From an optimization exercise on the open Yosys and OpenROAD flow, aimed at small area, a short achievable clock period and few clock cycles per item; shortcuts taken in it are not production practice. Only simulation tests tie the RTL to the original design; equivalence was not proved.

==> flow/design.v (outline; a module is shown in full before it is edited, if it fits) <==
// module svf_div12: 51 lines
// module svf_csa_tree: 58 lines
// module svf_mul_fa: 1608 lines
// module svf_mul_da: 910 lines
// module svf_mul_fb: 1719 lines
// module stereo_state_variable_filter_top: 279 lines
module stereo_state_variable_filter_top (
  input  logic        clk,
  input  logic        rst,
  input  logic        in_valid,
  output logic        in_ready,
  input  logic [85:0] in_data,
  output logic        out_valid,
  input  logic        out_ready,
  output logic [47:0] out_data,
  input  logic        cfg_we,
  input  logic [16:0] cfg_data
);
  // ...
==> flow/run.sh <==
#!/bin/bash
# synth_recipe.tcl (not shown) runs the flow's synth.tcl, then flattens the netlist and writes it again
# the make line also repeats each setting of config.mk as NAME=value (left out here)
make -C /OpenROAD-flow-scripts/flow DESIGN_CONFIG=/design/flow/config.mk WORK_HOME=/design/flow/orfs CLKGATE_MAP_FILE= SYNTH_SCRIPT=/design/flow/synth_recipe.tcl finish
==> flow/config.mk <==
export PLATFORM = sky130hd
export DESIGN_NAME = stereo_state_variable_filter_top
export DESIGN_NICKNAME = stereo_state_variable_filter_top
export VERILOG_FILES = /design/flow/design.v
export SDC_FILE = /design/flow/constraint.sdc
export NUM_CORES = 4
export LEC_CHECK = 0
export CAP_MARGIN = 20
export CORE_MARGIN = 2
export CORE_UTILIZATION = 40
export SLEW_MARGIN = 20
==> flow/constraint.sdc <==
create_clock -name core_clock -period 11.0 [get_ports {clk}]
set_input_delay 2.2000 -clock core_clock [delete_from_list [all_inputs] [get_ports {clk}]]
set_output_delay 2.2000 -clock core_clock [all_outputs]
set_load 0.01 [all_outputs]
==> impl_results.md, run 1 <==
* Status: timing/DRC/antenna clean
* Final hold slack at 0.430 ns
* # resized after CTS at 4
* FP Rows at between 200 and 250
* Via count at 112k
* Main flop type after synthesis: edfxtp_1
* Critical-path top delay cell: edfxtp_1
* Largest net degree at the start of global routing at 94
* Max Slew Vio Count at 0
* CTS clk-pin slew, worst paths at around 0.060 ns
* Fraction of area in multi-input gates at around 57%
* Hold Path End: v_last
* Top class by area: multi-input combinational cells
* CTS root buf: clkbuf_16
* Most frequent cells in the layout: 1729 x inv_1, 1374 x edfxtp_1, 1308 x a22oi_1
* Post-synth ARST share at 0%
* Met1 wire length at 209000 um
* Hold_sp: b_last
* Post-synthesis cell area at about 0.14 mm2
* # H-tree levels at 4
* Most common cell after layout, fill and taps aside: inv_1
* Hold/Removal Path Class: flip-flop to flip-flop
* Post-synthesis sequential area ratio at just under 30%
* Post-Synth Simple-Gate Area at 6.82%
Testbench counts, summed over its fixed seeds: cycles 19,830, items 3,200.
==> module stereo_state_variable_filter_top, before the edit <==
module stereo_state_variable_filter_top (
  input  logic        clk,
  input  logic        rst,
  input  logic        in_valid,
  output logic        in_ready,
  input  logic [85:0] in_data,
  output logic        out_valid,
  input  logic        out_ready,
  output logic [47:0] out_data,
  input  logic        cfg_we,
  input  logic [16:0] cfg_data
);
  function automatic logic signed [31:0] sat32(input logic [35:0] v);
    if (v[35:31] == 5'b00000 || v[35:31] == 5'b11111) sat32 = v[31:0];
    else if (v[35])                                     sat32 = 32'sh80000000;
    else                                                sat32 = 32'sh7FFFFFFF;
  endfunction
  function automatic logic [47:0] enc30(input logic [29:0] a);
    logic [32:0] ax;
    logic [15:0] one, two, neg;
    ax = {2'b00, a, 1'b0};
    for (int i = 0; i < 16; i++) begin
      one[i] = ax[2*i] ^ ax[2*i+1];
      two[i] = (ax[2*i +: 3] == 3'b011) || (ax[2*i +: 3] == 3'b100);
      neg[i] = ax[2*i+2] && !(ax[2*i +: 3] == 3'b111);
    end
    enc30 = {one, two, neg};
  endfunction
  function automatic logic [26:0] enc17n(input logic [16:0] a);
    logic [18:0] ax;
    logic [8:0]  one, two, neg;
    ax = ~{1'b0, a, 1'b0};
    for (int i = 0; i < 9; i++) begin
      one[i] = ax[2*i] ^ ax[2*i+1];
      two[i] = (ax[2*i +: 3] == 3'b011) || (ax[2*i +: 3] == 3'b100);
      neg[i] = ax[2*i+2] && !(ax[2*i +: 3] == 3'b111);
    end
    enc17n = {one, two, neg};
  endfunction
  logic [1:0]  i_ch, i_mode;
  logic [23:0] i_l, i_r;
  logic [16:0] i_cut, i_damp, i_c, i_d, i_lo;
  assign {i_ch, i_l, i_r, i_cut, i_mode, i_damp} = in_data;
  logic [16:0] min_cutoff;
  always_comb begin
    i_lo = (i_cut < min_cutoff) ? min_cutoff : i_cut;
    i_c  = (i_lo > svf_pkg::ONE_Q16) ? svf_pkg::ONE_Q16 : i_lo;
    i_d  = (i_damp > svf_pkg::ONE_Q16) ? svf_pkg::ONE_Q16 : i_damp;
  end
  logic [3:0]  cv;
  logic [16:0] ckey [4];
  logic [29:0] cf   [4];
  logic        i_hit;
  assign i_hit = cv[i_ch] && (ckey[i_ch] == i_c);
  logic        w_v, a_run, w_hit;
  logic [1:0]  w_ch, w_mode;
  logic [23:0] w_xl, w_xr;
  logic [16:0] w_c;
  logic [29:0] w_f;
  logic [47:0] w_fe;    
  logic [26:0] w_de;    
  logic [2:0]  a_slot;
  logic signed [31:0] lp_m [8];
  logic signed [31:0] bp_m [8];
  logic [7:0]         vld;
  logic signed [31:0] bpW, lpW;
  logic               b_act, b_side, b_first, b_last;
  logic [1:0]         b_ch, b_mode;
  logic [47:0]        fBe;    
  logic signed [31:0] hpR, bpR, lpR;
  logic               v_act, v_side, v_first, v_last;
  logic signed [31:0] accV;
  logic signed [33:0] acc [2];
  logic               d1_L, d1_R, d2_L, d2_R;
  logic [47:0]        pbuf;
  logic [4:0]         ptok;
  logic               c_run;
  logic [9:0]         c_oh;      
  logic [29:0]        x2r;
  logic signed [31:0] s_r;
  logic [29:0]        qr;
  logic [29:0]        f_new;
  logic a_last, stall, adv, out_free, release_w, accept, c_start;
  logic p_free, p_direct, p_move;
  assign out_free  = !out_valid || out_ready;
  assign stall     = (d2_L || ptok[4]) && !out_free;
  assign adv       = !stall;
  assign a_last    = a_run && (a_slot == 3'd5);
  assign p_free    = (ptok == 5'd0);
  assign p_move    = w_v && !a_run && (w_mode == svf_pkg::MODE_OFF) && p_free;
  assign release_w = a_last || p_move;
  assign in_ready  = adv && (!w_v || release_w);
  assign accept    = in_valid && in_ready;
  assign p_direct  = accept && (i_mode == svf_pkg::MODE_OFF) && p_free && !p_move;
  assign c_run     = |c_oh;
  assign f_new     = 30'({s_r - {2'b0, qr}, 1'b0});
  assign c_start   = w_v && !a_run && (w_mode != svf_pkg::MODE_OFF) && !w_hit && !c_run && !b_act;
  logic [2:0]         idxA;
  logic               sA;
  logic signed [25:0] xinA;
  logic signed [35:0] lA, hp_u;
  logic signed [31:0] lp_new, hp;
  logic               ovfL;
  assign sA   = a_slot[0];
  assign idxA = {w_ch, sA};
  assign xinA = sA ? $signed({w_xr, 2'b00}) : $signed({w_xl, 2'b00});
  logic [63:0]      xs, xc;
  svf_mul_fa u_fa (
    .one(w_fe[47:32]), .two(w_fe[31:16]), .neg(w_fe[15:0]), .b(bpW), .a(lpW), .s(xs), .c(xc));
  logic [49:0]      ys, yc;
  logic             c16;
  svf_mul_da u_da (
    .one(w_de[26:18]), .two(w_de[17:9]), .neg(w_de[8:0]), .b(bpW), .a(xinA), .s(ys), .c(yc));
  assign c16 = ({1'b0, ys[15:0]} + {1'b0, yc[15:0]}) >= 17'h10000;
  logic [63:0] hs, hc, hsum, xsum;
  svf_csa_tree #(.N(5), .W(64)) u_th (
    .rows({{32'd0, c16, !c16, 29'd0, 1'b1}, ~xc, ~xs, {yc[49:16], 30'd0}, {ys[49:16], 30'd0}}),
    .s(hs), .c(hc));
  assign hsum = hs + hc;
  assign xsum = xs + xc;
  logic [33:0]        t0, t1;
  logic signed [31:0] hp_pos, hp_neg;
  assign t0     = ys[49:16] + yc[49:16] + {33'd0, c16};
  assign t1     = ys[49:16] + yc[49:16] + {32'd0, c16, !c16};
  assign hp_neg = !t0[33] ? 32'sh7FFFFFFF : {~t0[31], t0[30:0]};    
  assign hp_pos = t1[33]  ? 32'sh80000000 : {~t1[31], t1[30:0]};    
  assign lA     = {{2{xsum[63]}}, xsum[63:30]};
  assign ovfL   = !(lA[35:31] == 5'b00000 || lA[35:31] == 5'b11111);
  assign lp_new = sat32(lA);
  assign hp_u   = {{2{hsum[63]}}, hsum[63:30]};
  assign hp     = !ovfL ? sat32(hp_u) : (lA[35] ? hp_neg : hp_pos);
  logic signed [32:0] bmul;
  logic [63:0]        badd, x3;
  logic signed [31:0] bp_new;
  logic [29:0]        t30, q6, q120, q5040;
  always_comb begin
    bmul = 33'(hpR);
    badd = {{2{bpR[31]}}, bpR, 30'h20000000};
    if (c_oh[1]) begin bmul = $signed({1'b0, svf_pkg::KX_Q32});  badd = 64'h20000; end
    if (c_oh[4]) begin bmul = $signed({1'b0, svf_pkg::MAG6});    badd = 64'd0; end
    if (c_oh[6]) begin bmul = $signed({1'b0, svf_pkg::MAG120});  badd = 64'd0; end
    if (c_oh[8]) begin bmul = $signed({1'b0, svf_pkg::MAG5040}); badd = 64'd0; end
    if (c_oh[2] || c_oh[3] || c_oh[5] || c_oh[7]) begin
      bmul = $signed({3'b0, x2r});
      badd = 64'h20000000;
    end
  end
  logic [63:0]      bs, bc;
  svf_mul_fb u_fb (
    .one(fBe[47:32]), .two(fBe[31:16]), .neg(fBe[15:0]), .b(bmul), .a(badd), .s(bs), .c(bc));
  assign x3 = bs + bc;
  assign bp_new = sat32({{2{x3[63]}}, x3[63:30]});
  assign t30    = x3[59:30];
  assign q6     = x3[61:32];
  assign q120   = {4'd0, x3[62:37]};
  assign q5040  = {10'd0, x3[62:43]};
  logic       n_side;
  logic [1:0] n_ch;
  logic [2:0] idxN;
  always_comb begin
    if (a_run && !a_last) begin
      n_ch   = w_ch;
      n_side = !a_slot[0];
    end else if (accept) begin
      n_ch   = i_ch;
      n_side = 1'b0;
    end else begin
      n_ch   = w_ch;
      n_side = 1'b0;
    end
  end
  assign idxN = {n_ch, n_side};
  logic [23:0] dres;
  svf_div12 u_div (.clk(clk), .en(adv), .acc(d1_R ? acc[1] : acc[0]), .res(dres));
  always_ff @(posedge clk) begin
    if (rst) begin
      min_cutoff <= svf_pkg::MIN_CUTOFF_RESET;
      cv         <= '0;
      vld        <= '0;
      w_v        <= 1'b0;
      a_run      <= 1'b0;
      b_act      <= 1'b0;
      v_act      <= 1'b0;
      d1_L       <= 1'b0;
      d1_R       <= 1'b0;
      d2_L       <= 1'b0;
      d2_R       <= 1'b0;
      ptok       <= '0;
      c_oh       <= '0;
      out_valid  <= 1'b0;
    end else begin
      if (cfg_we) min_cutoff <= cfg_data;
      if (out_valid && out_ready) out_valid <= 1'b0;
      if (adv) begin
        if (ptok[4]) begin
          out_data  <= pbuf;
          out_valid <= 1'b1;
        end
        if (d2_L) out_data[47:24] <= dres;
        if (d2_R) begin
          out_data[23:0] <= dres;
          out_valid      <= 1'b1;
        end
      end
      if (accept && !p_direct) begin
        w_v    <= 1'b1;
        w_ch   <= i_ch;
        w_mode <= i_mode;
        w_xl   <= i_l;
        w_xr   <= i_r;
        w_de   <= enc17n(i_d);
        w_c    <= i_c;
        w_f    <= cf[i_ch];
        w_fe   <= enc30(cf[i_ch]);
        w_hit  <= i_hit;
        a_run  <= (i_mode != svf_pkg::MODE_OFF) && i_hit;
        a_slot <= 3'd0;
      end else if (release_w) begin
        w_v   <= 1'b0;
        a_run <= 1'b0;
      end else if (a_run && adv) begin
        a_slot <= a_slot + 3'd1;
      end
      if (adv) begin
        ptok <= {ptok[3:0], p_direct || p_move};
        if (p_direct) pbuf <= {i_l, i_r};
        if (p_move)   pbuf <= {w_xl, w_xr};
        if (a_run) begin
          lp_m[idxA] <= lp_new;
          vld[idxA]  <= 1'b1;
        end
        b_act   <= a_run;
        b_side  <= sA;
        b_first <= (a_slot[2:1] == 2'd0);
        b_last  <= (a_slot[2:1] == 2'd2);
        b_ch    <= w_ch;
        b_mode  <= w_mode;
        hpR     <= hp;
        lpR     <= lp_new;
        bpR     <= bpW;
        if (b_act && ({b_ch, b_side} == idxN)) bpW <= bp_new;
        else                                   bpW <= vld[idxN] ? bp_m[idxN] : 32'sd0;
        lpW <= vld[idxN] ? lp_m[idxN] : 32'sd0;
        if (b_act) bp_m[{b_ch, b_side}] <= bp_new;
        v_act   <= b_act;
        v_side  <= b_side;
        v_first <= b_first;
        v_last  <= b_last;
        accV    <= (b_mode == svf_pkg::MODE_LP) ? lpR :
                   (b_mode == svf_pkg::MODE_HP) ? hpR : bp_new;
        if (v_act) acc[v_side] <= (v_first ? 34'sd0 : acc[v_side]) + 34'(accV);
        d1_L <= v_act && v_last && !v_side;
        d1_R <= v_act && v_last && v_side;
        d2_L <= d1_L;
        d2_R <= d1_R;
        c_oh <= {c_oh[8:0], c_start};
        if (c_oh[0]) fBe <= enc30({13'd0, w_c});
        if (c_oh[1]) begin fBe <= enc30(x3[47:18]); x2r <= x3[47:18]; s_r <= {2'b0, x3[47:18]}; end
        if (c_oh[2]) x2r <= t30;
        if (c_oh[3] || c_oh[5] || c_oh[7]) fBe <= enc30(t30);
        if (c_oh[4]) qr <= q6;
        if (c_oh[5]) s_r <= s_r - {2'b0, qr};
        if (c_oh[6]) qr <= q120;
        if (c_oh[7]) s_r <= s_r + {2'b0, qr};
        if (c_oh[8]) qr <= q5040;
        if (c_oh[9]) begin
          w_fe       <= enc30(f_new);
          ckey[w_ch] <= w_c;
          cf[w_ch]   <= f_new;
          cv[w_ch]   <= 1'b1;
          w_hit      <= 1'b1;
          a_run      <= 1'b1;
          a_slot     <= 3'd0;
        end
        if (!c_run) fBe <= w_fe;
      end
    end
  end
endmodule
==> run 2: changes to the inputs <==
--- a/flow/design.v
+++ b/flow/design.v
@@ -4435,3 +4435,3 @@
   logic               c_run;
-  logic [9:0]         c_oh;      
+  logic [8:0]         c_oh;      
   logic [29:0]        x2r;
@@ -4454,3 +4454,3 @@
   assign f_new     = 30'({s_r - {2'b0, qr}, 1'b0});
-  assign c_start   = w_v && !a_run && (w_mode != svf_pkg::MODE_OFF) && !w_hit && !c_run && !b_act;
+  assign c_start   = w_v && !a_run && (w_mode != svf_pkg::MODE_OFF) && !w_hit && !c_run;
   logic [2:0]         idxA;
@@ -4496,7 +4496,7 @@
     badd = {{2{bpR[31]}}, bpR, 30'h20000000};
-    if (c_oh[1]) begin bmul = $signed({1'b0, svf_pkg::KX_Q32});  badd = 64'h20000; end
-    if (c_oh[4]) begin bmul = $signed({1'b0, svf_pkg::MAG6});    badd = 64'd0; end
-    if (c_oh[6]) begin bmul = $signed({1'b0, svf_pkg::MAG120});  badd = 64'd0; end
-    if (c_oh[8]) begin bmul = $signed({1'b0, svf_pkg::MAG5040}); badd = 64'd0; end
-    if (c_oh[2] || c_oh[3] || c_oh[5] || c_oh[7]) begin
+    if (c_oh[0]) begin bmul = $signed({1'b0, svf_pkg::KX_Q32});  badd = 64'h20000; end
+    if (c_oh[3]) begin bmul = $signed({1'b0, svf_pkg::MAG6});    badd = 64'd0; end
+    if (c_oh[5]) begin bmul = $signed({1'b0, svf_pkg::MAG120});  badd = 64'd0; end
+    if (c_oh[7]) begin bmul = $signed({1'b0, svf_pkg::MAG5040}); badd = 64'd0; end
+    if (c_oh[1] || c_oh[2] || c_oh[4] || c_oh[6]) begin
       bmul = $signed({3'b0, x2r});
@@ -4613,13 +4613,12 @@
         d2_R <= d1_R;
-        c_oh <= {c_oh[8:0], c_start};
-        if (c_oh[0]) fBe <= enc30({13'd0, w_c});
-        if (c_oh[1]) begin fBe <= enc30(x3[47:18]); x2r <= x3[47:18]; s_r <= {2'b0, x3[47:18]}; end
-        if (c_oh[2]) x2r <= t30;
-        if (c_oh[3] || c_oh[5] || c_oh[7]) fBe <= enc30(t30);
-        if (c_oh[4]) qr <= q6;
-        if (c_oh[5]) s_r <= s_r - {2'b0, qr};
-        if (c_oh[6]) qr <= q120;
-        if (c_oh[7]) s_r <= s_r + {2'b0, qr};
-        if (c_oh[8]) qr <= q5040;
-        if (c_oh[9]) begin
+        c_oh <= {c_oh[7:0], c_start};
+        if (c_oh[0]) begin fBe <= enc30(x3[47:18]); x2r <= x3[47:18]; s_r <= {2'b0, x3[47:18]}; end
+        if (c_oh[1]) x2r <= t30;
+        if (c_oh[2] || c_oh[4] || c_oh[6]) fBe <= enc30(t30);
+        if (c_oh[3]) qr <= q6;
+        if (c_oh[4]) s_r <= s_r - {2'b0, qr};
+        if (c_oh[5]) qr <= q120;
+        if (c_oh[6]) s_r <= s_r + {2'b0, qr};
+        if (c_oh[7]) qr <= q5040;
+        if (c_oh[8]) begin
           w_fe       <= enc30(f_new);
@@ -4633,2 +4632,3 @@
         if (!c_run) fBe <= w_fe;
+        if (c_start) fBe <= enc30({13'd0, w_c});
       end
--- a/flow/config.mk
+++ b/flow/config.mk
@@ -9,3 +9,4 @@
 export CORE_MARGIN = 2
-export CORE_UTILIZATION = 40
+export CORE_UTILIZATION = 50
+export SETUP_SLACK_MARGIN = 1.0
 export SLEW_MARGIN = 20
==> run 2 against run 1 <==
Net effect: sequential cell count shrank 1; register-to-register slack gained 0.82 ns; still clean; critical path depth grew 1; via count grew 2.6%; global-route usage grew 11 points.
==> impl_results.md, run 2 <==
* # H-tree levels at 4 (unchanged)
* Synth top area cells: edfxtp_1 29%, fa_1 18%, ha_1 7.1%
* Max Slew Vio Count at 0 (unchanged)
* Post-synthesis cell area at 0.142 mm2 (about the same)
* # nets final at ~16k
* Main flop type after synthesis: edfxtp_1
* Final hold vios at 0
* # setup viols final at 0
* Hold Path End: v_last
* Share of post-route cells with drive strength above 1 at 10.5%
* Number of global-route vias before repair at approximately 110k
* CP Capture Type: flip-flop
* CTS root buf: clkbuf_16
* Reg2reg setup slack at about 1.2 ns
* TritonRoute pass-1 iters at 9
* Yosys top cell area share at ~29%
* Post-synth EDFFs at ~1.4k
* Reg-to-reg startpoint: c_oh[7]
* Final hold slack at 0.403 ns (-0.0274 ns)
* Hold_sp: b_last
* Unique masters post-synth at around 100
* Placed Cells incl. Taps at between 15k and 20k
* First-pass GRT wire length at a little over 800000 um
* Fin crit share at approximately nine tenths
* Final cell count without fillers at between 15k and 20k
* HPWL after detailed placement at ~430000 um
* FF+latch count, synth at 1427
* Ports at approximately 160
* Largest net degree at the start of global routing at 101 (+7.4%)
* Worst-Margin Slew at 1.31 ns
* Violation count after the first detailed-route iteration at 15.7k
* Post-synth ARST share at 0% (unchanged)
* Path depth of the worst reg2reg path at 32
* Count leader, synth: inv_1
* Max Clk Rate at just over 0.1 GHz
* FP Rows at 195 (-11%)
* Placement Cell Area at roughly 0.15 mm2
* Cells after Synth at approximately 14k
* Via density per instance at approximately 6.5
* Reg-to-reg endpoint: fBe[22]
* GPL Wtd Cong at about 1
* Status: timing/DRC/antenna clean
* Antenna Nets Post-Route at 0
* Max Cap Violations at 0
* Cts bufs inserted at 163
* Mean routed wirelength per cell at 32.9 um
* Crit-path max cell delay at 0.57 ns
* Clock latency on the worst-skew pair at about 0.9 ns
* Area delta synth->final at 10.0%
* Most common cell after layout, fill and taps aside: inv_1
* CTS clk-pin slew, worst paths at 0.06 ns (about the same)
* Fin crit period at about 10 ns
* Crit start category: flip-flop
* Die X at approximately 540 um
* Initial core utilization at between 50% and 60%
* TritonCTS clock tree: yes
* # DRC at 0
* Clock Tree Buf Depth at 4
* Setup WS post-layout at approximately 1.2 ns
* Most used cell, CP: fa_1
* Most frequent cells in the layout: 1700 x inv_1, 1374 x edfxtp_1, 1316 x a22oi_1
* Clock skew at between 0.1 and 0.15 ns
* Post-CTS Hold Buffers at 0
* Max-slew headroom at 12.5%
* RSZ-0062 raised after global routing: true
* Hold/Removal Path Class: flip-flop to flip-flop
* Via count at 115k (+2.6%)
* Max Fanout on Critical Path at 31
* Post-synthesis sequential area ratio at 29.7% (-0.040 points)
* Number of port buffers at around 160
* DRT Wirelength at ~580000 um
* Synth top cells by count: 1702 x inv_1, 1374 x edfxtp_1, 1317 x a22oi_1
* GRT overflow at 0
* Gr usage total at about two fifths
* Hold Path Cell Cnt at 0
* Design Area, Final at between 0.15 and 0.2 mm2
* Syn Nets at 16.0k
* DP Worst Slack at about 0.013 ns
* Syn. warnings at 9
* Initial antenna violation count at 41
* Die Ht at between 500 and 600 um
* Largest regs: bp_m x256, lp_m x256, cf x116
* Crit path DAT at between 10 and 15 ns
* # clock sinks at 1427
* CP required at ~12 ns
* Die area at 0.289 mm2
* Core area at about 0.28 mm2
* Yosys top cell by area: edfxtp_1
* Critical-path top delay cell: xor2_1
* Syn avg cell area at roughly 10 um2
* CP Class: flip-flop to flip-flop
* Setup TNS at 0 ns
==> run 2: cell count changes in the layout (fill, tap and decap cells not counted), sizes merged, moves of 23 or more <==
cell	delta
clkinv	+30
inv	-38
o2bb2ai	+23
a21o	+65
nand2	-40
nor2	-58
o22ai	-49
==> run 2: through the flow <==
| step | util [%] |
|---|---|
| global placement | 53.0 |
| finish | 55.4 |
| detailed placement | 53.0 |
| CTS | 55.2 |
| floorplan | - |
| global route | 55.4 |
==> run 2: area by class of cell <==
class                           instances  area (um2)
Multi-Input combinational cell       9510       90300
Inverter                             1712        6450
Sequential cell                      1427       42300
Timing Repair Buffer                  877        7800
Clock buffer                          191        4260
Fill cell                           24700      126000
Clock inverter                        105         895
Tap cell                             3743        4680
Antenna cell                           16        40.0
==> run 2: metal layers <==
layer  routed length [um]  part of all wire (%)  vias to the layer above  track usage, %
met2               242000                    42                     7512            56.5
met3                77800                    13                     1466            13.8
met5                  358                 0.062                        -               0
li1                     -                     -                    47900               -
met1               229000                    39                    58000            54.2
met4                30500                   5.3                       36            17.0
==> run 2: worst max-delay path by stage <==
stage	start	to	slack (ns)
6_report	c_oh[7]	fBe[22]	1.16
5_1_grt	c_oh[6]	fBe[22]	0.93
3_3_place_gp	bpW[31]	hpR[8]	0.19
3_5_place_dp	bpW[31]	hpR[8]	0.01
2_1_floorplan	c_oh[1]	bpW[23]	1.30
4_1_cts	c_oh[7]	fBe[22]	0.94
==> run 2: cells by family after synthesis <==
| group | Yosys count | synth area share, % |
|---|---|---|
| muxes | 491 | 5.08 |
| xor gates and xnor gates | 1678 | 10.3 |
| and+or+nand+nor | 1966 | 6.42 |
| AOI/OAI and AO/OA | 3281 | 15.8 |
| adders and majority gates | 2092 | 25.1 |
| buffers and inverters | 2834 | 7.51 |
| DFF | 1427 | 29.7 |
==> run 2: what timing repair did <==
action,4_1_cts,5_1_grt
resized for setup,29,63
setup endpoints to repair,324,481
hold endpoints to repair,0,0
pin swaps,3,9
cloned,1,1
setup buffers,80,39
==> run 2: critical path, delay by kind of cell (launching register included) <==
family | cells | cell delay, ns
AO/OA/AOI/OAI | 12 | 2.40
adder cells (fa/ha/maj) | 8 | 3.82
buffers and inverters | 5 | 0.80
multiplexers | 1 | 0.28
AND/OR/NAND/NOR | 4 | 1.05
flip-flops | 1 | 0.31
XOR/XNOR | 2 | 0.79
Testbench counts of run 2, summed over its fixed seeds: cycles 19,580, items 3,200.
==> run 3: changes to the inputs <==
--- a/flow/config.mk
+++ b/flow/config.mk
@@ -7,2 +7,3 @@
 export LEC_CHECK = 0
+export ABC_AREA = 1
 export CAP_MARGIN = 20
@@ -10,3 +11,2 @@
 export CORE_UTILIZATION = 50
-export SETUP_SLACK_MARGIN = 1.0
 export SLEW_MARGIN = 20
==> run 3 against run 2 <==
Net effect: cell area grew 0.12%; critical path type unchanged; sequential cell count is the same; count of clock-buffer cells in the layout grew 21; die area grew 1.7%; setup slack lost 0.73 ns; final cell count grew 15%; global-route usage grew 2.0 points.
==> impl_results.md, run 3 <==
* CP required at 11.59 ns (+0.09 ns)
* Max Cap Violations at 0 (unchanged)
* Main flop type after synthesis: edfxtp_1
* Fillers at 26.9k (+9.0%)
* # DRC at 0 (unchanged)
* Mean routed wirelength per cell at 30.4 um (-7.7%)
* Via count at 125k (+9.1%)
* Final hold slack at 0.391 ns (-0.0111 ns)
* Crit-path max cell delay at 0.85 ns (+0.28 ns)
* CP Capture Type: flip-flop
* Most common cell after layout, fill and taps aside: inv_1
* Hold/Removal Path Class: flip-flop to flip-flop
* Crit start category: flip-flop
* Post-synth ARST share at 0% (unchanged)
* DRT Wirelength at 617000 um (+6.6%)
* CTS root buf: clkbuf_16
* Setup TNS at 0 ns (unchanged)
* Reg-to-reg endpoint: fBe[37]
* Syn. warnings at 9 (unchanged)
* Number of global-route vias before repair at 121k (+6.9%)
* Register area at 0.0423 mm2 (about the same)
* HPWL after detailed placement at 460000 um (+7.0%)
* TritonCTS clock tree: yes
* Reg2reg setup slack at 0.43 ns (-0.73 ns)
* Synth top area cells: edfxtp_1 28%, fa_1 18%, xor2_1 9.6%
* Yosys top cell by area: edfxtp_1
* Die X at 542 um (+0.86%)
* Unique masters post-synth at 73 (-28%)
* Max Fanout on Critical Path at 55 (+77%)
* Largest net degree at the start of global routing at 142 (+41%)
* Crit path to: fBe[37]
* Die area at 0.294 mm2 (+1.7%)
* Clock Tree Buf Depth at 4 (unchanged)
* Cells after Synth at 16.5k (+20%)
* Syn Nets at 18.7k (+17%)
* Yosys top cell area share at 28.5% (-0.49 points)
* CP Class: flip-flop to flip-flop
* Antenna Nets Post-Route at 0 (unchanged)
* # setup viols final at 0 (unchanged)
* Violation count after the first detailed-route iteration at 16.9k (+7.5%)
* Final hold vios at 0 (unchanged)
* FP Rows at 197 (+1.0%)
* Post-CTS Setup Bufs at 0 (-100%)
* # nets final at 18.5k (+17%)
* Synth top cells by count: 2639 x inv_1, 2473 x nand2_1, 1582 x xor2_1
* Fin crit period at 10.57 ns (+0.725 ns)
* Max-slew headroom at 10.4% (-2.1 points)
* # resized after CTS at 0 (-100%)
* RSZ-0062 raised after global routing: false
* Number of port buffers at 157 (unchanged)
* Initial antenna violation count at 77 (+88%)
* Max Clk Rate at 0.0946 GHz (-6.9%)
* Share of post-route cells with drive strength above 1 at 5.86% (-4.7 points)
* Fin crit share at 96.0% (+6.6 points)
* Max Slew Vio Count at 0 (unchanged)
* Area of the multi-input gates at 0.0891 mm2 (-1.4%)
* Status: timing/DRC/antenna clean
* Die Ht at 542 um (+0.86%)
* Ports at 158 (unchanged)
* Most frequent cells in the layout: 2613 x inv_1, 2470 x nand2_1, 1581 x xor2_1
* Syn avg cell area at 8.76 um2 (-15%)
* Worst-Margin Slew at 1.34 ns (+0.0260 ns)
* Clock skew at 0.131 ns (+0.0264 ns)
* Post-synth EDFFs at 1374 (unchanged)
* Cts bufs inserted at 166 (+1.8%)
* GRT overflow at 0 (unchanged)
* First-pass GRT wire length at 876000 um (+6.4%)
* Worst Setup SP: c_oh[6]
* GPL Wtd Cong at 1.10 (+8.4%)
* # clock sinks at 1427 (unchanged)
* Reg-to-reg startpoint: c_oh[6]
* CTS clk-pin slew, worst paths at 0.07 ns (about the same)
* Crit path DAT at 11.15 ns (+0.81 ns)
* Critical-path top delay cell: nor2_8
* Initial core utilization at 50.3% (-0.079 points)
* Via density per instance at 6.17 (-5.5%)
* Post-synthesis sequential area ratio at 29.2% (-0.51 points)
* Clock latency on the worst-skew pair at 0.93 ns (about the same)
* Area delta synth->final at 8.28%
* FF+latch count, synth at 1427 (unchanged)
* Path depth of the worst reg2reg path at 31 (-3.1%)
* Most used cell, CP: inv_1
* Util after Layout at 54.5% (-0.97 points)
* # H-tree levels at 4 (unchanged)
* Largest regs: bp_m x256, lp_m x256, cf x116
* Post-synthesis cell area at 0.145 mm2 (+1.7%)
* Count leader, synth: inv_1
* Gr usage total at 41.5% (+2.0 points)
* Core area at 0.288 mm2 (+1.9%)
* Post-CTS Hold Buffers at 0 (unchanged)
* TritonRoute pass-1 iters at 9 (unchanged)
==> run 3: cell count changes after synthesis, moves of 176 or more <==
cell      change
inv_1       +937
xnor2_1     -718
mux4_2      -176
nor2_1      +289
a21o_1      -180
nand3_1     +599
clkbuf_1    -182
o22ai_1    +1311
xor2_1      +685
nand2_1    +1854
o21ai_0     +310
a22oi_1    -1313
==> run 3: critical path: cells and delay by family (launching register included) <==
kind	cells	cell delay, ns
simple gates	6	2.04
xor+xnor	1	0.21
compound gates	8	2.28
fa+ha+maj	8	4.06
flops	1	0.46
buf+inv	8	1.20
==> run 3: how the worst min path moves through the flow <==
stage	start	end	slack (ns)	cells after the start
floorplan	b_first	v_first	0.40	0
global placement	b_last	v_last	0.40	0
detailed placement	b_last	v_last	0.41	0
CTS	b_last	v_last	0.37	0
global route	b_last	v_last	0.40	0
finish	b_last	v_last	0.39	0
==> run 3: cell type report <==
type	count	share of cell area, %
sequential	1427	27.0
multi-input combinational	11400	56.7
timing repair buffer	591	3.15
clock inverter	94	0.678
inverter	2736	6.55
clock buffer	212	2.82
antenna	50	0.0797
tap	3781	3.01
==> run 3: cells by family (layout without fill, tap and decap cells) <==
| group | after synthesis | count (layout) | synth area share [%] |
|---|---|---|---|
| buffers and inverters | 3715 | 3633 | 9.71 |
| XOR/XNOR | 1654 | 1654 | 10.0 |
| AND/OR/NAND/NOR | 4352 | 4352 | 12.4 |
| adder cells (fa/ha/maj) | 2092 | 2092 | 24.7 |
| flip-flops | 1427 | 1427 | 29.2 |
| AO/OA/AOI/OAI | 3164 | 3164 | 13.0 |
| other | 0 | 50 | 0 |
| multiplexers | 142 | 142 | 0.988 |
==> run 3: metal layers <==
layer	share of wire, %	global-route usage (%)	vias up
met5	0.14	0.559	-
met4	6.5	23.0	78
met3	14	16.3	1829
met2	41	58.3	8075
met1	38	54.5	61100
li1	-	-	54200
==> run 3: through the flow <==
stage | worst slack, ns | cells | instance area (um2)
floorplan | 2.31 | 16500 | 145000
global placement | 0.839 | 19900 | 151000
detailed placement | 0.943 | 19900 | 151000
CTS | 0.889 | 20200 | 157000
global route | 0.231 | 20300 | 157000
finish | 0.435 | 20300 | 157000
==> module svf_div12, before the edit <==
module svf_div12 (
  input  logic        clk,
  input  logic        en,
  input  logic [33:0] acc,
  output logic [23:0] res
);
  logic        neg, big_p, big_n;
  logic [24:0] u;
  logic [33:0] mag;
  logic [30:0] uf;
  assign mag = acc[33] ? (34'd0 - acc) : acc;
  assign uf  = mag[32:2];
  always_ff @(posedge clk) begin
    if (en) begin
      neg   <= acc[33];
      u     <= uf[24:0];
      big_p <= (uf[30:25] != 6'd0) || (uf[24:0] >= 25'd25165824);
      big_n <= (uf[30:25] != 6'd0) || (uf[24:0] >= 25'd25165827);
    end
  end
  function automatic logic [1:0] add3(input logic [1:0] x, input logic [1:0] y);
    logic [2:0] s;
    s = {1'b0, x} + {1'b0, y};
    add3 = (s >= 3'd3) ? 2'(s - 3'd3) : s[1:0];
  endfunction
  logic [1:0]  m  [13];
  logic [1:0]  s1 [13];
  logic [1:0]  s2 [13];
  logic [1:0]  s4 [13];
  logic [1:0]  s8 [13];
  logic [25:0] v;
  logic [25:0] q;
  logic [23:0] qn;
  assign v = {1'b0, u};
  always_comb begin
    for (int i = 0; i < 13; i++) m[i] = (v[2*i +: 2] == 2'd3) ? 2'd0 : v[2*i +: 2];
    for (int i = 0; i < 13; i++) s1[i] = (i + 1 < 13) ? add3(m[i], m[i+1]) : m[i];
    for (int i = 0; i < 13; i++) s2[i] = (i + 2 < 13) ? add3(s1[i], s1[i+2]) : s1[i];
    for (int i = 0; i < 13; i++) s4[i] = (i + 4 < 13) ? add3(s2[i], s2[i+4]) : s2[i];
    for (int i = 0; i < 13; i++) s8[i] = (i + 8 < 13) ? add3(s4[i], s4[i+8]) : s4[i];
    for (int i = 0; i < 13; i++) begin
      logic [1:0] r;
      logic [3:0] t;
      r = (i + 1 < 13) ? s8[i+1] : 2'd0;
      t = {r, 2'b00} + {2'b00, v[2*i +: 2]};
      q[2*i +: 2] = (t >= 4'd9) ? 2'd3 : (t >= 4'd6) ? 2'd2 : (t >= 4'd3) ? 2'd1 : 2'd0;
    end
  end
  assign qn  = 24'd0 - q[23:0];
  assign res = !neg ? (big_p ? 24'h7FFFFF : q[23:0]) : (big_n ? 24'h800000 : qn);
endmodule
==> run 4: changes to the inputs <==
--- a/flow/design.v
+++ b/flow/design.v
@@ -32,12 +32,3 @@
   end
-  function automatic logic [1:0] add3(input logic [1:0] x, input logic [1:0] y);
-    logic [2:0] s;
-    s = {1'b0, x} + {1'b0, y};
-    add3 = (s >= 3'd3) ? 2'(s - 3'd3) : s[1:0];
-  endfunction
-  logic [1:0]  m  [13];
-  logic [1:0]  s1 [13];
-  logic [1:0]  s2 [13];
-  logic [1:0]  s4 [13];
-  logic [1:0]  s8 [13];
+  logic [1:0]  r [14];
   logic [25:0] v;
@@ -45,16 +36,10 @@
   logic [23:0] qn;
-  assign v = {1'b0, u};
-  always_comb begin
-    for (int i = 0; i < 13; i++) m[i] = (v[2*i +: 2] == 2'd3) ? 2'd0 : v[2*i +: 2];
-    for (int i = 0; i < 13; i++) s1[i] = (i + 1 < 13) ? add3(m[i], m[i+1]) : m[i];
-    for (int i = 0; i < 13; i++) s2[i] = (i + 2 < 13) ? add3(s1[i], s1[i+2]) : s1[i];
-    for (int i = 0; i < 13; i++) s4[i] = (i + 4 < 13) ? add3(s2[i], s2[i+4]) : s2[i];
-    for (int i = 0; i < 13; i++) s8[i] = (i + 8 < 13) ? add3(s4[i], s4[i+8]) : s4[i];
-    for (int i = 0; i < 13; i++) begin
-      logic [1:0] r;
-      logic [3:0] t;
-      r = (i + 1 < 13) ? s8[i+1] : 2'd0;
-      t = {r, 2'b00} + {2'b00, v[2*i +: 2]};
-      q[2*i +: 2] = (t >= 4'd9) ? 2'd3 : (t >= 4'd6) ? 2'd2 : (t >= 4'd3) ? 2'd1 : 2'd0;
-    end
+  assign v     = {1'b0, u};
+  assign r[13] = 2'd0;
+  for (genvar i = 12; i >= 0; i--) begin : g_dig
+    logic [3:0] t;
+    assign t = {r[i+1], v[2*i+1:2*i]};
+    assign q[2*i+1:2*i] = (t >= 4'd9) ? 2'd3 : (t >= 4'd6) ? 2'd2 : (t >= 4'd3) ? 2'd1 : 2'd0;
+    assign r[i] = (t >= 4'd9) ? 2'(t - 4'd9) : (t >= 4'd6) ? 2'(t - 4'd6) :
+                  (t >= 4'd3) ? 2'(t - 4'd3) : 2'(t);
   end
@@ -4436,5 +4421,2 @@
   logic [8:0]         c_oh;      
-  logic [29:0]        x2r;
-  logic signed [31:0] s_r;
-  logic [29:0]        qr;
   logic [29:0]        f_new;
@@ -4453,3 +4435,3 @@
   assign c_run     = |c_oh;
-  assign f_new     = 30'({s_r - {2'b0, qr}, 1'b0});
+  assign f_new     = 30'({bpR - {2'b0, lpR[29:0]}, 1'b0});
   assign c_start   = w_v && !a_run && (w_mode != svf_pkg::MODE_OFF) && !w_hit && !c_run;
@@ -4501,3 +4483,3 @@
     if (c_oh[1] || c_oh[2] || c_oh[4] || c_oh[6]) begin
-      bmul = $signed({3'b0, x2r});
+      bmul = $signed({3'b0, accV[29:0]});
       badd = 64'h20000000;
@@ -4596,4 +4578,6 @@
         hpR     <= hp;
-        lpR     <= lp_new;
-        bpR     <= bpW;
+        if (!c_run) begin
+          lpR   <= lp_new;
+          bpR   <= bpW;
+        end
         if (b_act && ({b_ch, b_side} == idxN)) bpW <= bp_new;
@@ -4606,3 +4590,4 @@
         v_last  <= b_last;
-        accV    <= (b_mode == svf_pkg::MODE_LP) ? lpR :
+        if (!c_run)
+          accV  <= (b_mode == svf_pkg::MODE_LP) ? lpR :
                    (b_mode == svf_pkg::MODE_HP) ? hpR : bp_new;
@@ -4614,10 +4599,10 @@
         c_oh <= {c_oh[7:0], c_start};
-        if (c_oh[0]) begin fBe <= enc30(x3[47:18]); x2r <= x3[47:18]; s_r <= {2'b0, x3[47:18]}; end
-        if (c_oh[1]) x2r <= t30;
+        if (c_oh[0]) begin fBe <= enc30(x3[47:18]); accV <= {2'b0, x3[47:18]}; bpR <= {2'b0, x3[47:18]}; end
+        if (c_oh[1]) accV <= {2'b0, t30};
         if (c_oh[2] || c_oh[4] || c_oh[6]) fBe <= enc30(t30);
-        if (c_oh[3]) qr <= q6;
-        if (c_oh[4]) s_r <= s_r - {2'b0, qr};
-        if (c_oh[5]) qr <= q120;
-        if (c_oh[6]) s_r <= s_r + {2'b0, qr};
-        if (c_oh[7]) qr <= q5040;
+        if (c_oh[3]) lpR <= {2'b0, q6};
+        if (c_oh[4]) bpR <= bpR - {2'b0, lpR[29:0]};
+        if (c_oh[5]) lpR <= {2'b0, q120};
+        if (c_oh[6]) bpR <= bpR + {2'b0, lpR[29:0]};
+        if (c_oh[7]) lpR <= {2'b0, q5040};
         if (c_oh[8]) begin
--- a/flow/config.mk
+++ b/flow/config.mk
@@ -7,3 +7,2 @@
 export LEC_CHECK = 0
-export ABC_AREA = 1
 export CAP_MARGIN = 20
@@ -11,2 +10,3 @@
 export CORE_UTILIZATION = 50
+export SETUP_SLACK_MARGIN = 2.0
 export SLEW_MARGIN = 20
==> run 4 against run 3 <==
Net effect: via count decreased by 13%; non-clock buffer count increased by 949; sequential share of layout area decreased by 2.4 points; synthesized cell count decreased by 22%; utilization increased by 5.9 points; still clean on timing, DRC and antenna.
==> impl_results.md, run 4 <==
* Ports at 158 (unchanged)
* Util after Layout at 60.4% (+5.9 points)
* Most common cell after layout, fill and taps aside: inv_1
* Max Cap Violations at 0 (unchanged)
* Status: timing/DRC/antenna clean
* FF+latch count, synth at 1339 (-6.2%)
* Max-slew headroom at 15.1% (+4.7 points)
* Cts bufs inserted at 155 (-6.6%)
* Fillers at 22.2k (-18%)
* Post-synthesis cell area at 0.134 mm2 (-7.2%)
* Antenna Nets Post-Route at 0 (unchanged)
* Fin crit share at 91.6% (-4.5 points)
* Most frequent cells in the layout: 1696 x inv_1, 1286 x edfxtp_1, 1227 x fa_1
* Via density per instance at 6.35 (+2.9%)
* Critical-path top delay cell: or4_4
* Final hold vios at 0 (unchanged)
* Max Fanout on Critical Path at 13 (-76%)
* Path depth of the worst reg2reg path at 36 (+16%)
* Largest net degree at the start of global routing at 81 (-43%)
* Clock latency on the worst-skew pair at 0.87 ns (-0.06 ns)
* Crit start category: flip-flop
* Hold Path Cell Cnt at 0 (unchanged)
* CP Class: flip-flop to flip-flop
* Yosys top cell by area: edfxtp_1
* # clock sinks at 1339 (-6.2%)
* Area of the multi-input gates at 0.0902 mm2 (+1.3%)
* Crit path buffers/inverters at 12 (+4)
* Clock Tree Buf Depth at 4 (unchanged)
* Reg-to-reg startpoint: c_oh[6]
* HPWL after detailed placement at 380000 um (-17%)
* DRT Wirelength at 539000 um (-13%)
* First-pass GRT wire length at 766000 um (-13%)
* Clock skew at 0.0706 ns (-0.0605 ns)
* Synth top area cells: edfxtp_1 29%, fa_1 19%, a22oi_1 7.4%
* GPL Wtd Cong at 1.02 (-7.9%)
* # DRC at 0 (unchanged)
* Delay-heaviest family, CP: adder cells
* # setup viols final at 0 (unchanged)
* Initial antenna violation count at 36 (-53%)
* Hold Path End: v_last
* CTS root buf: clkbuf_16
* GRT overflow at 0 (unchanged)
* Die area at 0.273 mm2 (-7.2%)
* Core area at 0.268 mm2 (-7.1%)
* Post-synth EDFFs at 1286 (-6.4%)
* Gr usage total at 38.6% (-3.0 points)
* Worst-Margin Slew at 1.27 ns (-0.0661 ns)
* Max Slew Vio Count at 0 (unchanged)
* TritonCTS clock tree: yes
* Mean routed wirelength per cell at 31.2 um (+2.8%)
* Syn avg cell area at 10.4 um2 (+19%)
* Post-synth ARST share at 0% (unchanged)
* Largest regs: bp_m x256, lp_m x256, cf x116
* Die Ht at 523 um (-3.7%)
* Hold_sp: b_last
* CP Capture Type: flip-flop
* Fin crit period at 10.08 ns (-0.490 ns)
* Crit path DAT at 10.70 ns (-0.45 ns)
* Count leader, synth: inv_1
* Unique masters post-synth at 110 (+51%)
* Reg-to-reg endpoint: bpW[4]
* Cells after Synth at 12.9k (-22%)
* Area delta synth->final at 20.3%
* Number of global-route vias before repair at 110k (-9.4%)
* TritonRoute pass-1 iters at 7 (-2)
* Synth top cells by count: 1768 x inv_1, 1320 x a22oi_1, 1286 x edfxtp_1
* Reg2reg setup slack at 0.92 ns (+0.49 ns)
* Initial core utilization at 50.2% (-0.078 points)
* CTS clk-pin slew, worst paths at 0.07 ns (about the same)
* # H-tree levels at 4 (unchanged)
* RSZ-0062 raised after global routing: true
* Syn. warnings at 5 (-4)
* Hold/Removal Path Class: flip-flop to flip-flop
* Register area at 0.0397 mm2 (-6.2%)
* Main flop type after synthesis: edfxtp_1
* # nets final at 15.7k (-15%)
* CP required at 11.63 ns (+0.04 ns)
* Violation count after the first detailed-route iteration at 13.4k (-21%)
* Yosys top cell area share at 28.7% (+0.26 points)
* Share of post-route cells with drive strength above 1 at 21.0% (+15 points)
* Number of port buffers at 157 (unchanged)
* Via count at 110k (-13%)
* Post-CTS Hold Buffers at 0 (unchanged)
* Final hold slack at 0.422 ns (+0.0300 ns)
* FP Rows at 190 (-3.6%)
* Syn Nets at 15.1k (-20%)
* Die X at 523 um (-3.7%)
* Crit-path max cell delay at 0.67 ns (-0.18 ns)
* Max Clk Rate at 0.0993 GHz (+4.9%)
* Post-synthesis sequential area ratio at 29.5% (+0.31 points)
==> run 4: how the worst max path moves through the flow <==
| stage | slack [ns] | cells past startpoint | end | startpoint |
|---|---|---|---|---|
| 2_1_floorplan | 1.86 | 38 | out_data[42] | u_div.u[22] |
| 3_3_place_gp | -0.52 | 38 | bpW[1] | c_oh[2] |
| 3_5_place_dp | 0.09 | 37 | bpW[4] | c_oh[2] |
| 4_1_cts | 1.21 | 38 | bpW[10] | c_oh[6] |
| 5_1_grt | 0.75 | 37 | bpW[4] | c_oh[6] |
| 6_report | 0.92 | 36 | bpW[4] | c_oh[6] |
==> run 4: layer usage <==
metal	wire length (um)	part of all wire (%)	global-route usage (%)	vias to the layer above
li1	-	-	-	45800
met1	198000	37	49.1	55400
met2	238000	44	58.5	6768
met3	62700	12	10.6	1634
met4	40300	7.5	23.5	28
met5	193	0.036	0	-
==> run 4: area by class of cell <==
class	instances	share of cell area [%]
antenna	18	0.0279
clock inverter	95	0.557
clock buffer	182	2.52
timing repair buffer	1540	9.62
tap	3552	2.75
sequential	1339	24.5
multi-input combinational	8757	55.8
inverter	1780	4.20
==> run 4: cell families after synthesis <==
kind of cell | synth area share [%]
multiplexers | 5.31
AO/OA/AOI/OAI | 14.7
flip-flops | 29.5
XOR/XNOR | 10.9
AND/OR/NAND/NOR | 5.67
adder cells (fa/ha/maj) | 26.0
buffers and inverters | 7.93
==> run 4: what timing repair did <==
item / in CTS / in global routing
buffers inserted: 370 / 226
endpoints found under the setup margin: 738 / 717
pin swaps: 291 / 261
gates resized for setup: 720 / 657
gates cloned: 31 / 8
==> run 4: through the flow <==
stage / instance area, um2 / TNS [ns] / instances / setup slack, ns
after floorplan: 137000 / 0 / 12900 / 1.86
after global placement: 144000 / -0.522 / 16300 / -0.522
after detailed placement: 144000 / 0 / 16300 / 0.0896
after CTS: 157000 / 0 / 17000 / 1.21
after global routing: 162000 / 0 / 17200 / 0.751
final: 162000 / 0 / 17300 / 0.925
Testbench counts of run 4, summed over its fixed seeds: cycles 19,580, items 3,200.
==> run 5: changes to the inputs <==
--- a/flow/design.v
+++ b/flow/design.v
@@ -4,5 +4,5 @@
   localparam logic [31:0] KX_Q32           = 32'd2231032131;
-  localparam logic [31:0] MAG6    = 32'd715827883;    
-  localparam logic [31:0] MAG120  = 32'd1145324613;   
-  localparam logic [31:0] MAG5040 = 32'd1745256553;   
+  localparam logic [31:0] MAGA6    = 32'd1431655766;   
+  localparam logic [31:0] MAGA120  = 32'd1145324613;   
+  localparam logic [31:0] MAGA5040 = 32'd1745256553;   
   localparam logic [1:0] MODE_OFF = 2'd0;
@@ -4419,4 +4419,5 @@
   logic [4:0]         ptok;
-  logic               c_run;
-  logic [8:0]         c_oh;      
+  logic [6:0]         c_oh;      
+  logic               c_run;     
+  logic               c_x;       
   logic [29:0]        f_new;
@@ -4434,3 +4435,2 @@
   assign p_direct  = accept && (i_mode == svf_pkg::MODE_OFF) && p_free && !p_move;
-  assign c_run     = |c_oh;
   assign f_new     = 30'({bpR - {2'b0, lpR[29:0]}, 1'b0});
@@ -4474,3 +4474,3 @@
   logic signed [31:0] bp_new;
-  logic [29:0]        t30, q6, q120, q5040;
+  logic [29:0]        t30;
   always_comb begin
@@ -4479,6 +4479,3 @@
     if (c_oh[0]) begin bmul = $signed({1'b0, svf_pkg::KX_Q32});  badd = 64'h20000; end
-    if (c_oh[3]) begin bmul = $signed({1'b0, svf_pkg::MAG6});    badd = 64'd0; end
-    if (c_oh[5]) begin bmul = $signed({1'b0, svf_pkg::MAG120});  badd = 64'd0; end
-    if (c_oh[7]) begin bmul = $signed({1'b0, svf_pkg::MAG5040}); badd = 64'd0; end
-    if (c_oh[1] || c_oh[2] || c_oh[4] || c_oh[6]) begin
+    if (c_x) begin
       bmul = $signed({3'b0, accV[29:0]});
@@ -4493,5 +4490,2 @@
   assign t30    = x3[59:30];
-  assign q6     = x3[61:32];
-  assign q120   = {4'd0, x3[62:37]};
-  assign q5040  = {10'd0, x3[62:43]};
   logic       n_side;
@@ -4529,2 +4523,4 @@
       c_oh       <= '0;
+      c_run      <= 1'b0;
+      c_x        <= 1'b0;
       out_valid  <= 1'b0;
@@ -4598,12 +4594,18 @@
         d2_R <= d1_R;
-        c_oh <= {c_oh[7:0], c_start};
+        c_oh <= {c_oh[5:0], c_start};
+        c_run <= c_start || (c_run && !c_oh[6]);
+        c_x   <= c_oh[0] || c_oh[1] || c_oh[2] || c_oh[3];
         if (c_oh[0]) begin fBe <= enc30(x3[47:18]); accV <= {2'b0, x3[47:18]}; bpR <= {2'b0, x3[47:18]}; end
         if (c_oh[1]) accV <= {2'b0, t30};
-        if (c_oh[2] || c_oh[4] || c_oh[6]) fBe <= enc30(t30);
-        if (c_oh[3]) lpR <= {2'b0, q6};
-        if (c_oh[4]) bpR <= bpR - {2'b0, lpR[29:0]};
-        if (c_oh[5]) lpR <= {2'b0, q120};
-        if (c_oh[6]) bpR <= bpR + {2'b0, lpR[29:0]};
-        if (c_oh[7]) lpR <= {2'b0, q5040};
-        if (c_oh[8]) begin
+        if (c_oh[2] || c_oh[3] || c_oh[4]) begin
+          fBe  <= enc30(t30);
+          w_fe <= enc30(t30);
+          lpW  <= 32'sd0;
+          bpW  <= c_oh[2] ? $signed(svf_pkg::MAGA6) : c_oh[3] ? $signed(svf_pkg::MAGA120)
+                                                    : $signed(svf_pkg::MAGA5040);
+        end
+        if (c_oh[3]) lpR <= {2'b0, xsum[62:33]};
+        if (c_oh[4]) begin bpR <= bpR - {2'b0, lpR[29:0]}; lpR <= {5'b0, xsum[63:37]}; end
+        if (c_oh[5]) begin bpR <= bpR + {2'b0, lpR[29:0]}; lpR <= {11'b0, xsum[63:43]}; end
+        if (c_oh[6]) begin
           w_fe       <= enc30(f_new);
--- a/flow/config.mk
+++ b/flow/config.mk
@@ -10,3 +10,3 @@
 export CORE_UTILIZATION = 50
-export SETUP_SLACK_MARGIN = 2.0
+export SETUP_SLACK_MARGIN = 1.0
 export SLEW_MARGIN = 20
==> run 5 against run 4 <==
Net effect: non-clock buffer count down 392; global-route usage grew 0.40 points; die area is 1.2% higher; routed wire length up 2.6%; synthesized area is 1.2% higher; critical endpoint is now out_data[14]; synthesized cell count up 1.5%; cell area shrank 4.0%; via count is 0.38% higher.
==> impl_results.md, run 5 <==
* Ports at 158 (unchanged)
* Cells after Synth at 13.1k (+1.5%)
* Initial antenna violation count at 51 (+42%)
* # nets final at 15.5k (-1.5%)
* Die X at 526 um (+0.59%)
* Max Slew Vio Count at 0 (unchanged)
* Synth top cells by count: 1726 x inv_1, 1361 x a22oi_1, 1286 x edfxtp_1
* Routed met2 length at 240000 um (+0.83%)
* CP Capture Type: flip-flop
* Cts bufs inserted at 157 (+1.3%)
* Count leader, synth: inv_1
* Area delta synth->final at 14.1%
* HPWL after detailed placement at 407000 um (+7.1%)
* Die Ht at 526 um (+0.59%)
* Yosys top cell by area: edfxtp_1
* Max-slew headroom at 14.2% (-0.87 points)
* Placed Cells incl. Taps at 16.5k (+0.91%)
* Largest regs: bp_m x256, lp_m x256, cf x116
* TritonCTS clock tree: yes
* Antenna Nets Post-Route at 0 (unchanged)
* Syn Nets at 15.3k (+1.3%)
* Clock skew at 0.0902 ns (+0.0195 ns)
* Hold/Removal Path Class: flip-flop to flip-flop
* Largest net degree at the start of global routing at 97 (+20%)
* Clock latency on the worst-skew pair at 0.94 ns (+0.07 ns)
* Most common cell after layout, fill and taps aside: inv_1
* Syn. warnings at 5 (unchanged)
* Final hold vios at 0 (unchanged)
* Post-synth ARST share at 0% (unchanged)
* CP required at 11.56 ns (-0.07 ns)
* Main flop type after synthesis: edfxtp_1
* Synth top area cells: edfxtp_1 28%, fa_1 19%, a22oi_1 7.5%
* Fin crit period at 10.04 ns (-0.0401 ns)
* # H-tree levels at 4 (unchanged)
* Status: timing/DRC/antenna clean
* FP Rows at 191 (+0.53%)
* Most used cell, CP: buf_6
* Design Area, Final at 0.155 mm2 (-4.0%)
* Die area at 0.276 mm2 (+1.2%)
* Unique masters post-synth at 112 (+1.8%)
* GPL Wtd Cong at 1.05 (+3.7%)
* Setup TNS at 0 ns (unchanged)
* Max Cap Violations at 0 (unchanged)
* GRT overflow at 0 (unchanged)
* Util after Layout at 57.3% (-3.1 points)
* # clock sinks at 1339 (unchanged)
* Gr usage total at 39.0% (+0.40 points)
* CTS clk-pin slew, worst paths at 0.06 ns (about the same)
* Number of port buffers at 157 (unchanged)
* Violation count after the first detailed-route iteration at 14.2k (+5.8%)
* # setup viols final at 0 (unchanged)
* Fin crit share at 91.2% (-0.36 points)
* Crit start category: flip-flop
* Max Clk Rate at 0.0996 GHz (+0.40%)
* Post-synth EDFFs at 1286 (unchanged)
* Most frequent cells in the layout: 1716 x inv_1, 1322 x a22oi_1, 1286 x edfxtp_1
* CTS root buf: clkbuf_16
* Met1 wire length at 212000 um (+6.8%)
* Post-synthesis cell area at 0.136 mm2 (+1.2%)
* Mean routed wirelength per cell at 32.4 um (+3.7%)
* TritonRoute pass-1 iters at 7 (unchanged)
* Via density per instance at 6.45 (+1.5%)
* FF+latch count, synth at 1339 (unchanged)
* Yosys top cell area share at 28.4% (-0.34 points)
* Placement Cell Area at 0.145 mm2 (+0.29%)
* Post-CTS Hold Buffers at 0 (unchanged)
* First-pass GRT wire length at 782000 um (+2.2%)
* Via count at 110k (+0.38%)
* CP Class: flip-flop to flip-flop
* Critical-path top delay cell: or4_4
* Top Layer Used: met5
* Crit path DAT at 10.60 ns (-0.10 ns)
* RSZ-0062 raised after global routing: true
* DRT Wirelength at 553000 um (+2.6%)
* Core area at 0.271 mm2 (+1.2%)
* Worst-Margin Slew at 1.29 ns (+0.0130 ns)
* Syn avg cell area at 10.4 um2 (-0.31%)
* Share of post-route cells with drive strength above 1 at 14.5% (-6.5 points)
* Max Fanout on Critical Path at 5 (-8)
* Initial core utilization at 50.2% (about the same)
* Crit-path max cell delay at 0.55 ns (-0.12 ns)
* Met3 wire len at 64300 um (+2.5%)
* Post-synthesis sequential area ratio at 29.2% (-0.35 points)
* Final cell count without fillers at 17.1k (-1.1%)
* # DRC at 0 (unchanged)
* Number of global-route vias before repair at 110k (-0.070%)
* Clock Tree Buf Depth at 4 (unchanged)
## run 5: cell count changes in the layout (fill, tap and decap cells not counted), moves of 47 or more
cell,previous run,this run
a22oi_2,112,39
buf_6,261,67
nor2_1,433,482
a22oi_1,1208,1322
o21ai_0,236,326
a21oi_2,89,35
a21o_1,91,138
buf_4,923,800
## run 5: layout make-up
cell class | count | area, um2
Clock inverter | 89 | 1150
Inverter | 1739 | 6540
Fill cell | 23300 | 116000
Antenna cell | 30 | 75.1
Timing Repair Buffer | 1148 | 10900
Multi-Input combinational cell | 8955 | 88300
Sequential cell | 1339 | 39700
Tap cell | 3570 | 4470
Clock buffer | 195 | 4150
## run 5: cells by family after synthesis
kind of cell | synth area share, %
AO/OA/AOI/OAI | 14.9
multiplexers | 5.35
flip-flops | 29.2
AND/OR/NAND/NOR | 6.04
adder cells (fa/ha/maj) | 25.7
XOR/XNOR | 11.0
buffers and inverters | 7.84
## run 5: timing repair
item | CTS | global route
gates cloned | 5 | 21
buffers inserted | 105 | 137
resized for setup | 155 | 377
setup endpoints to repair | 540 | 525
pin swaps | 42 | 141
## run 5: worst paths after layout
check / depth (start not counted) / slack (ns) / startpoint / to
min reg2reg: 0 / 0.42 / b_first / v_first
max reg2reg: 43 / 0.96 / u_div.u[22] / out_data[14]
max: 43 / 0.96 / u_div.u[22] / out_data[14]
min: 0 / 0.42 / b_first / v_first
## run 5: through the flow
stage	setup WS, ns	hold slack [ns]
after floorplan	1.00	0.400
after global placement	-0.540	0.403
after detailed placement	-0.222	0.405
after CTS	0.887	0.424
after global routing	0.615	0.439
final	0.965	0.425
## run 5: worst max-delay path, delay by kind of cell (launching register included)
kind	cells	cell delay, ns
compound gates	15	2.63
fa+ha+maj	2	0.45
buf+inv	8	1.11
flops	1	0.43
mux	5	1.40
simple gates	13	3.74
## run 5: layer usage
layer / GRT usage [%] / vias up
met4: 21.3 / 38
met2: 58.4 / 6725
met3: 11.6 / 1645
li1: - / 45700
met5: 0 / -
met1: 50.6 / 55900
Testbench counts of run 5, summed over its fixed seeds: cycles 19,316, items 3,200.
==> run 6: changes to the inputs <==
--- a/flow/config.mk
+++ b/flow/config.mk
@@ -9,3 +9,3 @@
 export CORE_MARGIN = 2
-export CORE_UTILIZATION = 50
+export CORE_UTILIZATION = 60
 export SETUP_SLACK_MARGIN = 1.0
==> run 6 against run 5 <==
Net effect: still clean; critical path depth decreased by 13; sequential share of layout area increased by 0.074 points; sequential cell count unchanged; synthesized cell count unchanged; setup slack improved by 0.0064 ns; via count increased by 2.7%; global-route usage increased by 8.0 points; count of clock-buffer cells in the layout decreased by 16; critical path type unchanged.
==> impl_results.md, run 6 <==
* Synth Area in Adders at 25.7% (unchanged)
* Yosys top cell by area: edfxtp_1
* Final cell count without fillers at 16.5k (-3.1%)
* Initial antenna violation count at 48 (-5.9%)
* CTS clk-pin slew, worst paths at 0.07 ns (about the same)
* Placed Cells incl. Taps at 15.9k (-3.3%)
* First-pass GRT wire length at 784000 um (+0.26%)
* GRT overflow at 0 (unchanged)
* Clock latency on the worst-skew pair at 0.92 ns (-0.02 ns)
* Syn. warnings at 5 (unchanged)
* Via density per instance at 6.83 (+6.0%)
* Largest regs: bp_m x256, lp_m x256, cf x116
* Design Area, Final at 0.155 mm2 (-0.30%)
* CP Capture Type: flip-flop
* Number of port buffers at 157 (unchanged)
* Die Ht at 480 um (-8.6%)
* Synth top area cells: edfxtp_1 28%, fa_1 19%, a22oi_1 7.5%
* CP Class: flip-flop to flip-flop
* Max-slew headroom at 8.09% (-6.1 points)
* Final hold vios at 0 (unchanged)
* Post-synth EDFFs at 1286 (unchanged)
* Count leader, synth: inv_1
* TritonCTS clock tree: yes
* Max Clk Rate at 0.0997 GHz (about the same)
* Post-synthesis sequential area ratio at 29.2% (unchanged)
* DRT Wirelength at 549000 um (-0.79%)
* Main flop type after synthesis: edfxtp_1
* Synth top cells by count: 1726 x inv_1, 1361 x a22oi_1, 1286 x edfxtp_1
* CTS root buf: clkbuf_16
* Die X at 480 um (-8.6%)
* Worst-Margin Slew at 1.36 ns (+0.0789 ns)
* # DRC at 0 (unchanged)
* Yosys top cell area share at 28.4% (unchanged)
* CP required at 11.70 ns (+0.14 ns)
* Mean routed wirelength per cell at 33.2 um (+2.4%)
* Critical-path top delay cell: edfxtp_1
* HPWL after detailed placement at 401000 um (-1.6%)
* Max Slew Vio Count at 0 (unchanged)
* Die area at 0.231 mm2 (-17%)
* Cts bufs inserted at 149 (-5.1%)
* Ports at 158 (unchanged)
* # setup viols final at 0 (unchanged)
* Core area at 0.225 mm2 (-17%)
* RSZ-0062 raised after global routing: true
* Crit start category: flip-flop
* Number of global-route vias before repair at 113k (+3.2%)
* Hold/Removal Path Class: flip-flop to flip-flop
* Initial core utilization at 60.4% (+10 points)
* Violation count after the first detailed-route iteration at 16.7k (+17%)
* Main combinational cell family by area after synthesis: adder cells
* FP Rows at 174 (-8.9%)
* Antenna Nets Post-Route at 0 (unchanged)
* Util after Layout at 68.7% (+11 points)
* Post-synthesis cell area at 0.136 mm2 (unchanged)
* Post-Synth XOR/XNOR Area at 11.0% (unchanged)
* Via count at 113k (+2.7%)
* # H-tree levels at 4 (unchanged)
* # clock sinks at 1339 (unchanged)
* Clock Tree Buf Depth at 3 (-1)
* Max Cap Violations at 0 (unchanged)
* Cells after Synth at 13.1k (unchanged)
* Syn avg cell area at 10.4 um2 (unchanged)
* FF+latch count, synth at 1339 (unchanged)
* Most used cell, CP: fa_1
* Unique masters post-synth at 112 (unchanged)
* Share of post-route cells with drive strength above 1 at 15.3% (+0.88 points)
* Most common cell after layout, fill and taps aside: inv_1
* Post-CTS Hold Buffers at 0 (unchanged)
* Fin crit share at 91.2% (about the same)
* Fin crit period at 10.03 ns (-0.00641 ns)
* Most frequent cells in the layout: 1703 x inv_1, 1307 x a22oi_1, 1286 x edfxtp_1
* Max Fanout on Critical Path at 15 (+10)
* # nets final at 15.5k (+0.36%)
* Mux share of post-synthesis cell area at 5.35% (unchanged)
* Crit path DAT at 10.73 ns (+0.13 ns)
* Clock skew at 0.117 ns (+0.0268 ns)
* Gr usage total at 47.0% (+8.0 points)
* Status: timing/DRC/antenna clean
* Post-Synth Simple-Gate Area at 6.04% (unchanged)
* TritonRoute pass-1 iters at 9 (+2)
* Area delta synth->final at 13.8%
* Compound-Gate Fraction of Synth Area at 14.9% (unchanged)
* Placement Cell Area at 0.144 mm2 (-0.44%)
* Post-synth ARST share at 0% (unchanged)
* GPL Wtd Cong at 1.07 (+1.5%)
* Syn Nets at 15.3k (unchanged)
* Crit-path max cell delay at 0.81 ns (+0.26 ns)
* Largest net degree at the start of global routing at 77 (-21%)
## run 6: cell counts after synthesis
No cell type changed its count.
## run 6: path summary, 6_finish.rpt
check	startpoint	endpoint	slack (ns)	cells after the start
setup / recovery	accV[16]	accV[1]	0.97	30
setup reg to reg	accV[16]	accV[1]	0.97	30
hold reg to reg	b_first	v_first	0.36	0
hold / removal	b_first	v_first	0.36	0
## run 6: worst max-delay path: cells and delay by family, from the launching register on
family                   cells  cell delay (ns)
flip-flops                   1             0.81
buffers and inverters        6             1.00
AO/OA/AOI/OAI               13             3.44
XOR/XNOR                     1             0.16
AND/OR/NAND/NOR              3             0.64
adder cells (fa/ha/maj)      7             3.73
## run 6: area by class of cell
class	instances	area [um2]
multi-input cells	8953	88500
well taps	2992	3740
clock inverters	94	1220
repair buffers	1214	11100
diodes	30	75.1
flip-flops and latches	1339	39700
inverters	1739	6550
fillers	16900	70400
clock buffers	179	3880
## run 6: kinds of logic after synthesis
| logic type | Yosys count |
|---|---|
| AOI/OAI and AO/OA | 2955 |
| and+or+nand+nor | 1761 |
| xor gates and xnor gates | 1705 |
| adders and majority gates | 2038 |
| muxes | 491 |
| buffers and inverters | 2828 |
| DFF | 1339 |
## run 6: routing by layer
layer	vias up	wire length, um	track usage (%)
met5	-	315	0
met4	42	49600	34.1
met3	2410	78400	16.5
met2	8825	232000	67.9
met1	56000	188000	58.6
li1	45800	-	-
## run 6: per-stage QoR
step	hold slack, ns	setup WS, ns	TNS, ns
2_1_floorplan	0.400	1.00	0
3_3_place_gp	0.418	-0.371	-0.446
3_5_place_dp	0.405	-0.0340	-0.0780
4_1_cts	0.351	0.987	0
5_1_grt	0.343	0.715	0
6_report	0.359	0.971	0
## run 6: repair_timing
action                                  CTS  global route
pin swaps                                59           226
gates resized for setup                 188           421
endpoints found under the hold margin     0             0
buffers inserted                        141           142
endpoints found under the setup margin  613           536
gates cloned                              3            12

[port drivers added, routing unchanged]
Ports are ideal in the flow. The routed layouts listed here were re-timed in OpenROAD.
Step 1 (the two cells are an assumption about what drives the block):
set clk [get_ports {clk}]
set_driving_cell -lib_cell sky130_fd_sc_hd__clkbuf_16 $clk
set_driving_cell -lib_cell sky130_fd_sc_hd__buf_2 [delete_from_list [all_inputs] $clk]
Step 2 times the ports against the registers' clock, not the clock port: input delays grow and output delays shrink by t, the midpoint of the rising clock arrivals with the driver on.
Three values: ideal, step 1, step 2; two values: the first two.
| run | shift t [ns] | setup WS [ns] | worst hold slack (ns) | latest minus earliest clock arrival (ns) | slew at the worst register clock pin (ns) |
|---|---|---|---|---|---|
| run 1 | 0.961 | 0.336 / 0.336 / 0.336 | 0.430 / 0.430 / 0.430 | 0.083 / 0.083 | 0.09 / 0.09 |
| run 2 | 0.968 | 1.160 / 1.160 / 1.160 | 0.403 / 0.403 / 0.403 | 0.105 / 0.105 | 0.09 / 0.09 |
| run 3 | 0.975 | 0.435 / 0.435 / 0.435 | 0.391 / 0.391 / 0.391 | 0.132 / 0.131 | 0.09 / 0.09 |
| run 4 | 0.934 | 0.925 / 0.925 / 0.925 | 0.422 / 0.422 / 0.422 | 0.075 / 0.074 | 0.08 / 0.08 |
| run 5 | 0.982 | 0.965 / 0.965 / 0.965 | 0.425 / 0.425 / 0.425 | 0.103 / 0.103 | 0.07 / 0.07 |
| run 6 | 0.963 | 0.971 / 0.971 / 0.971 | 0.359 / 0.359 / 0.359 | 0.119 / 0.118 | 0.07 / 0.07 |
After both steps setup and hold are still met in every run listed.
